Background: an optimization exercise with open tools, aiming at small area. Do not read the settings as production practice. The RTL was checked by simulation tests, not by an equivalence proof against the original design. No activity file was given, so power comes from the tool's default toggle rates.

==> try-fjord: inputs <==
==> flow/design.v <==
`default_nettype none
package grf_pkg;
    localparam int DATA_W    = 32;
    localparam int REG_IDX_W = 5;
    localparam int NUM_REGS  = 1 << REG_IDX_W;
    typedef logic [REG_IDX_W-1:0] reg_idx_t;
    typedef logic [DATA_W-1:0]    word_t;
    localparam reg_idx_t ZERO_REG = 5'd0;
endpackage
`default_nettype wire
`default_nettype none
module grf_oai22
#(
    parameter int W = grf_pkg::DATA_W
) (
    input  logic         i_sa_n,
    input  logic         i_sb_n,
    input  logic [W-1:0] i_a,
    input  logic [W-1:0] i_b,
    output logic [W-1:0] o_y
);
    assign o_y = ~((i_a | {W{i_sa_n}}) & (i_b | {W{i_sb_n}}));
endmodule
module grf_oai21
#(
    parameter int W = grf_pkg::DATA_W
) (
    input  logic         i_sa_n,
    input  logic         i_z,
    input  logic [W-1:0] i_a,
    output logic [W-1:0] o_y
);
    assign o_y = ~((i_a | {W{i_sa_n}}) & {W{i_z}});
endmodule
module grf_nor4
#(
    parameter int W = grf_pkg::DATA_W
) (
    input  logic [W-1:0] i_a,
    input  logic [W-1:0] i_b,
    input  logic [W-1:0] i_c,
    input  logic [W-1:0] i_d,
    output logic [W-1:0] o_y
);
    assign o_y = ~(i_a | i_b | i_c | i_d);
endmodule
module grf_and4
#(
    parameter int W = grf_pkg::DATA_W
) (
    input  logic [W-1:0] i_a,
    input  logic [W-1:0] i_b,
    input  logic [W-1:0] i_c,
    input  logic [W-1:0] i_d,
    output logic [W-1:0] o_y
);
    assign o_y = i_a & i_b & i_c & i_d;
endmodule
module grf_read_port
#(
    parameter int DATA_W   = grf_pkg::DATA_W,
    parameter int NUM_REGS = grf_pkg::NUM_REGS
) (
    input  logic [NUM_REGS-1:1][DATA_W-1:0] i_regs,
    input  logic [NUM_REGS-1:1]             i_valid,
    input  grf_pkg::reg_idx_t               i_addr,
    output logic [DATA_W-1:0]               o_data
);
    logic [NUM_REGS-1:1] w_sel_n;
    logic                w_any;
    logic [15:0][DATA_W-1:0] w_y;
    logic [3:0][DATA_W-1:0]  w_p;
    always_comb begin
        for (int i = 1; i < NUM_REGS; i++) begin
            w_sel_n[i] = ~(i_valid[i] && (i_addr == i));
        end
    end
    assign w_any = ~&w_sel_n;
    genvar k;
    generate
        for (k = 0; k < 15; k++) begin : g_pair
            grf_oai22 #(.W(DATA_W)) u_oai (
                .i_sa_n (w_sel_n[2*k+1]),
                .i_sb_n (w_sel_n[2*k+2]),
                .i_a    (i_regs[2*k+1]),
                .i_b    (i_regs[2*k+2]),
                .o_y    (w_y[k])
            );
        end
    endgenerate
    grf_oai21 #(.W(DATA_W)) u_oai_last (
        .i_sa_n (w_sel_n[31]),
        .i_z    (w_any),
        .i_a    (i_regs[31]),
        .o_y    (w_y[15])
    );
    generate
        for (k = 0; k < 4; k++) begin : g_nor
            grf_nor4 #(.W(DATA_W)) u_nor (
                .i_a (w_y[4*k+0]),
                .i_b (w_y[4*k+1]),
                .i_c (w_y[4*k+2]),
                .i_d (w_y[4*k+3]),
                .o_y (w_p[k])
            );
        end
    endgenerate
    grf_and4 #(.W(DATA_W)) u_and (
        .i_a (w_p[0]),
        .i_b (w_p[1]),
        .i_c (w_p[2]),
        .i_d (w_p[3]),
        .o_y (o_data)
    );
endmodule
`default_nettype wire
`default_nettype none
module grf_wsel
#(
    parameter int W = grf_pkg::DATA_W
) (
    input  logic         i_en,
    input  logic         i_en_n,
    input  logic [W-1:0] i_wd,
    input  logic [W-1:0] i_q,
    output logic [W-1:0] o_d
);
    assign o_d = (i_wd & {W{i_en}}) | (i_q & {W{i_en_n}});
endmodule
module grf
#(
    parameter int DATA_W   = grf_pkg::DATA_W,
    parameter int ADDR_W   = 32,
    parameter int NUM_REGS = grf_pkg::NUM_REGS
) (
    input  logic              clk,
    input  logic              reset,
    input  logic              writable,
    input  logic [ADDR_W-1:0] read1addr,
    input  logic [ADDR_W-1:0] read2addr,
    input  logic [ADDR_W-1:0] writeAddr,
    input  logic [DATA_W-1:0] writeData,
    output logic [DATA_W-1:0] read1data,
    output logic [DATA_W-1:0] read2data
);
    logic [NUM_REGS-1:1][DATA_W-1:0] r_regs;
    logic [NUM_REGS-1:1][DATA_W-1:0] w_regs_d;
    logic [NUM_REGS-1:1]             r_valid;
    logic [NUM_REGS-1:1]             w_wsel;
    grf_pkg::reg_idx_t               w_waddr;
    assign w_waddr = writeAddr[grf_pkg::REG_IDX_W-1:0];
    always_comb begin
        for (int i = 1; i < NUM_REGS; i++) begin
            w_wsel[i] = writable && (w_waddr == i);
        end
    end
    genvar g;
    generate
        for (g = 1; g < NUM_REGS; g++) begin : g_word
            grf_wsel #(.W(DATA_W)) u_wsel (
                .i_en   (w_wsel[g]),
                .i_en_n (~w_wsel[g]),
                .i_wd   (writeData),
                .i_q    (r_regs[g]),
                .o_d    (w_regs_d[g])
            );
        end
    endgenerate
    always_ff @(posedge clk) begin
        r_regs <= w_regs_d;
    end
    always_ff @(posedge clk) begin
        if (!reset) begin
            r_valid <= '0;
        end else begin
            r_valid <= r_valid | w_wsel;
        end
    end
    grf_read_port #(
        .DATA_W   (DATA_W),
        .NUM_REGS (NUM_REGS)
    ) u_rd1 (
        .i_regs  (r_regs),
        .i_valid (r_valid),
        .i_addr  (read1addr[grf_pkg::REG_IDX_W-1:0]),
        .o_data  (read1data)
    );
    grf_read_port #(
        .DATA_W   (DATA_W),
        .NUM_REGS (NUM_REGS)
    ) u_rd2 (
        .i_regs  (r_regs),
        .i_valid (r_valid),
        .i_addr  (read2addr[grf_pkg::REG_IDX_W-1:0]),
        .o_data  (read2data)
    );
endmodule
`default_nettype wire
==> flow/run.sh <==
#!/bin/bash
# synth_recipe.tcl (not shown) runs the flow's synth.tcl, then flattens the netlist and writes it again
# the make line also repeats each setting of config.mk as NAME=value (left out here)
make -C /OpenROAD-flow-scripts/flow DESIGN_CONFIG=/design/flow/config.mk WORK_HOME=/design/flow/orfs CLKGATE_MAP_FILE= SYNTH_SCRIPT=/design/flow/synth_recipe.tcl finish
==> flow/config.mk <==
export PLATFORM = sky130hd
export DESIGN_NAME = grf
export DESIGN_NICKNAME = grf
export VERILOG_FILES = /design/flow/design.v
export SDC_FILE = /design/flow/constraint.sdc
export NUM_CORES = 4
export LEC_CHECK = 0
export CAP_MARGIN = 20
export CORE_MARGIN = 2
export CORE_UTILIZATION = 40
export SLEW_MARGIN = 20
export SYNTH_HIERARCHICAL = 1
export SYNTH_MINIMUM_KEEP_SIZE = 0
==> flow/constraint.sdc <==
create_clock -name core_clock -period 6.0 [get_ports {clk}]
set_input_delay 1.2000 -clock core_clock [delete_from_list [all_inputs] [get_ports {clk}]]
set_output_delay 1.2000 -clock core_clock [all_outputs]
set_load 0.01 [all_outputs]
==> try-juniper: changes against try-fjord <==
==> flow/design.v (replaced) <==
`default_nettype none
package grf_pkg;
    localparam int DATA_W    = 32;
    localparam int REG_IDX_W = 5;
    localparam int NUM_REGS  = 1 << REG_IDX_W;
    typedef logic [REG_IDX_W-1:0] reg_idx_t;
    typedef logic [DATA_W-1:0]    word_t;
    localparam reg_idx_t ZERO_REG = 5'd0;
endpackage
`default_nettype wire
`default_nettype none
module grf_aoi222 (
    input  logic i_sa,
    input  logic i_sb,
    input  logic i_sc,
    input  logic i_a,
    input  logic i_b,
    input  logic i_c,
    output logic o_y
);
    assign o_y = ~((i_a & i_sa) | (i_b & i_sb) | (i_c & i_sc));
endmodule
module grf_nand2 (
    input  logic i_sa,
    input  logic i_a,
    output logic o_y
);
    assign o_y = ~(i_a & i_sa);
endmodule
module grf_nand11 (
    input  logic [10:0] i_a,
    output logic        o_y
);
    assign o_y = ~&i_a;
endmodule
module grf_read_port
#(
    parameter int DATA_W   = grf_pkg::DATA_W,
    parameter int NUM_REGS = grf_pkg::NUM_REGS
) (
    input  logic [NUM_REGS-1:1][DATA_W-1:0] i_regs,
    input  grf_pkg::reg_idx_t               i_addr,
    output logic [DATA_W-1:0]               o_data
);
    logic [NUM_REGS-1:1]     w_sel;
    logic [10:0][DATA_W-1:0] w_y;
    always_comb begin
        for (int i = 1; i < NUM_REGS; i++) begin
            w_sel[i] = (i_addr == i);
        end
    end
    genvar k, b;
    generate
        for (b = 0; b < DATA_W; b++) begin : g_bit
            for (k = 0; k < 10; k++) begin : g_tri
                grf_aoi222 u_aoi (
                    .i_sa (w_sel[3*k+1]),
                    .i_sb (w_sel[3*k+2]),
                    .i_sc (w_sel[3*k+3]),
                    .i_a  (i_regs[3*k+1][b]),
                    .i_b  (i_regs[3*k+2][b]),
                    .i_c  (i_regs[3*k+3][b]),
                    .o_y  (w_y[k][b])
                );
            end
            grf_nand2 u_nand_last (
                .i_sa (w_sel[31]),
                .i_a  (i_regs[31][b]),
                .o_y  (w_y[10][b])
            );
            grf_nand11 u_or (
                .i_a ({w_y[10][b], w_y[9][b], w_y[8][b], w_y[7][b],
                       w_y[6][b],  w_y[5][b], w_y[4][b], w_y[3][b],
                       w_y[2][b],  w_y[1][b], w_y[0][b]}),
                .o_y (o_data[b])
            );
        end
    endgenerate
endmodule
`default_nettype wire
`default_nettype none
module grf_wsel (
    input  logic i_load,
    input  logic i_hold,
    input  logic i_wd,
    input  logic i_q,
    output logic o_d
);
    assign o_d = (i_wd & i_load) | (i_q & i_hold);
endmodule
module grf
#(
    parameter int DATA_W   = grf_pkg::DATA_W,
    parameter int ADDR_W   = 32,
    parameter int NUM_REGS = grf_pkg::NUM_REGS
) (
    input  logic              clk,
    input  logic              reset,
    input  logic              writable,
    input  logic [ADDR_W-1:0] read1addr,
    input  logic [ADDR_W-1:0] read2addr,
    input  logic [ADDR_W-1:0] writeAddr,
    input  logic [DATA_W-1:0] writeData,
    output logic [DATA_W-1:0] read1data,
    output logic [DATA_W-1:0] read2data
);
    logic [NUM_REGS-1:1][DATA_W-1:0] r_regs;
    logic [NUM_REGS-1:1][DATA_W-1:0] w_regs_d;
    logic [NUM_REGS-1:1]             w_load;
    logic [NUM_REGS-1:1]             w_hold;
    grf_pkg::reg_idx_t               w_waddr;
    assign w_waddr = writeAddr[grf_pkg::REG_IDX_W-1:0];
    always_comb begin
        for (int i = 1; i < NUM_REGS; i++) begin
            w_load[i] = reset && writable && (w_waddr == i);
            w_hold[i] = reset && !(writable && (w_waddr == i));
        end
    end
    genvar g, b;
    generate
        for (g = 1; g < NUM_REGS; g++) begin : g_word
            for (b = 0; b < DATA_W; b++) begin : g_bit
                grf_wsel u_wsel (
                    .i_load (w_load[g]),
                    .i_hold (w_hold[g]),
                    .i_wd   (writeData[b]),
                    .i_q    (r_regs[g][b]),
                    .o_d    (w_regs_d[g][b])
                );
            end
        end
    endgenerate
    always_ff @(posedge clk) begin
        r_regs <= w_regs_d;
    end
    grf_read_port #(
        .DATA_W   (DATA_W),
        .NUM_REGS (NUM_REGS)
    ) u_rd1 (
        .i_regs  (r_regs),
        .i_addr  (read1addr[grf_pkg::REG_IDX_W-1:0]),
        .o_data  (read1data)
    );
    grf_read_port #(
        .DATA_W   (DATA_W),
        .NUM_REGS (NUM_REGS)
    ) u_rd2 (
        .i_regs  (r_regs),
        .i_addr  (read2addr[grf_pkg::REG_IDX_W-1:0]),
        .o_data  (read2data)
    );
endmodule
`default_nettype wire
==> flow/flow/run.sh (new file) <==
#!/bin/bash
set -euo pipefail
bash standard.sh BUFFER_PORTS_ARGS="-buffer_cell sky130_fd_sc_hd__buf_1" finish > flow_make.log 2>&1
==> flow/standard.sh (new file) <==
#!/bin/bash
# synth_recipe.tcl (not shown) runs the flow's synth.tcl, then flattens the netlist and writes it again
# the make line also repeats each setting of config.mk as NAME=value (left out here)
make -C /OpenROAD-flow-scripts/flow DESIGN_CONFIG=/design/flow/config.mk WORK_HOME=/design/flow/orfs CLKGATE_MAP_FILE= SYNTH_SCRIPT=/design/flow/synth_recipe.tcl "${@:-finish}"
--- a/flow/config.mk
+++ b/flow/config.mk
@@ -9,3 +9,4 @@
 export CORE_MARGIN = 2
-export CORE_UTILIZATION = 40
+export CORE_UTILIZATION = 45
+export SETUP_SLACK_MARGIN = 0.1
 export SLEW_MARGIN = 20
removed: flow/run.sh
==> qor summary <==
| metric | try-juniper | try-fjord |
|---|---|---|
| Measured slew at the worst slew-check pin | 1.236 ns | 1.238 ns |
| Critical Path Start | read2addr[1] | read2addr[4] |
| Sequential share of cell area | 44.04% | 40.17% |
| Initial cell density of the core | 45.27% | 40.14% |
| End-of-flow core utilization | 54.06% | 45.51% |
| Longest individual stage delay on the worst path | 1.06 ns | 0.59 ns |
| Met1 wire length | 67.36 mm | 80.22 mm |
| Clock power frac | 47.0% | 40.1% |
| Global placer's final weighted congestion | 0.8922 | 1.003 |
| Detailed-router iteration count before antenna repair | 17 | 8 |
| Proportion of total power due to net switching | 24.71% | 25.81% |
| FF+latch area | 19,860 sq um | 20,480 sq um |
| Cell count along the critical path | 8 | 10 |
| DPL Wire Length | 105.0 mm | 124.2 mm |
| Pin count of the biggest net entering global routing | 34 | 36 |
| Area fraction in compound gates after synthesis | 40.62% | 34.26% |
| Status | finished clean | finished clean |
| Number of synthesized register bits | 992 | 1,023 |

## separate check: timing with driven ports
No port has a modelled driver above. Below, the same layouts with a new extraction and two added sets of constraints. Step 1, drivers: a clkbuf_16 drives clk and a buf_2 each remaining input, both assumed. Step 2 adds t to the input delays and takes it off the output delays; t is the mean of the earliest and latest rising clock arrival at the registers after step 1. Input paths then give back, and output paths get back, about the clock's delay inside the block. a / b / c = ideal / step 1 / step 2; a / b = the first two.
| run | shift t [ns] | slack for setup (ns) | latest minus earliest clock arrival (ns) | pins driven straight from the clock port |
|---|---|---|---|---|
| try-fjord | 0.775 | 0.105 / 0.074 / 0.074 | 0.026 / 0.026 | 1 |
| try-juniper | 0.763 | 0.598 / 0.518 / 0.518 | 0.038 / 0.038 | 1 |
After both steps setup and hold are still met in every run listed. The setup slack of try-juniper, which loses most, moves by -0.080 ns with the drivers and by -0.080 ns with both steps.
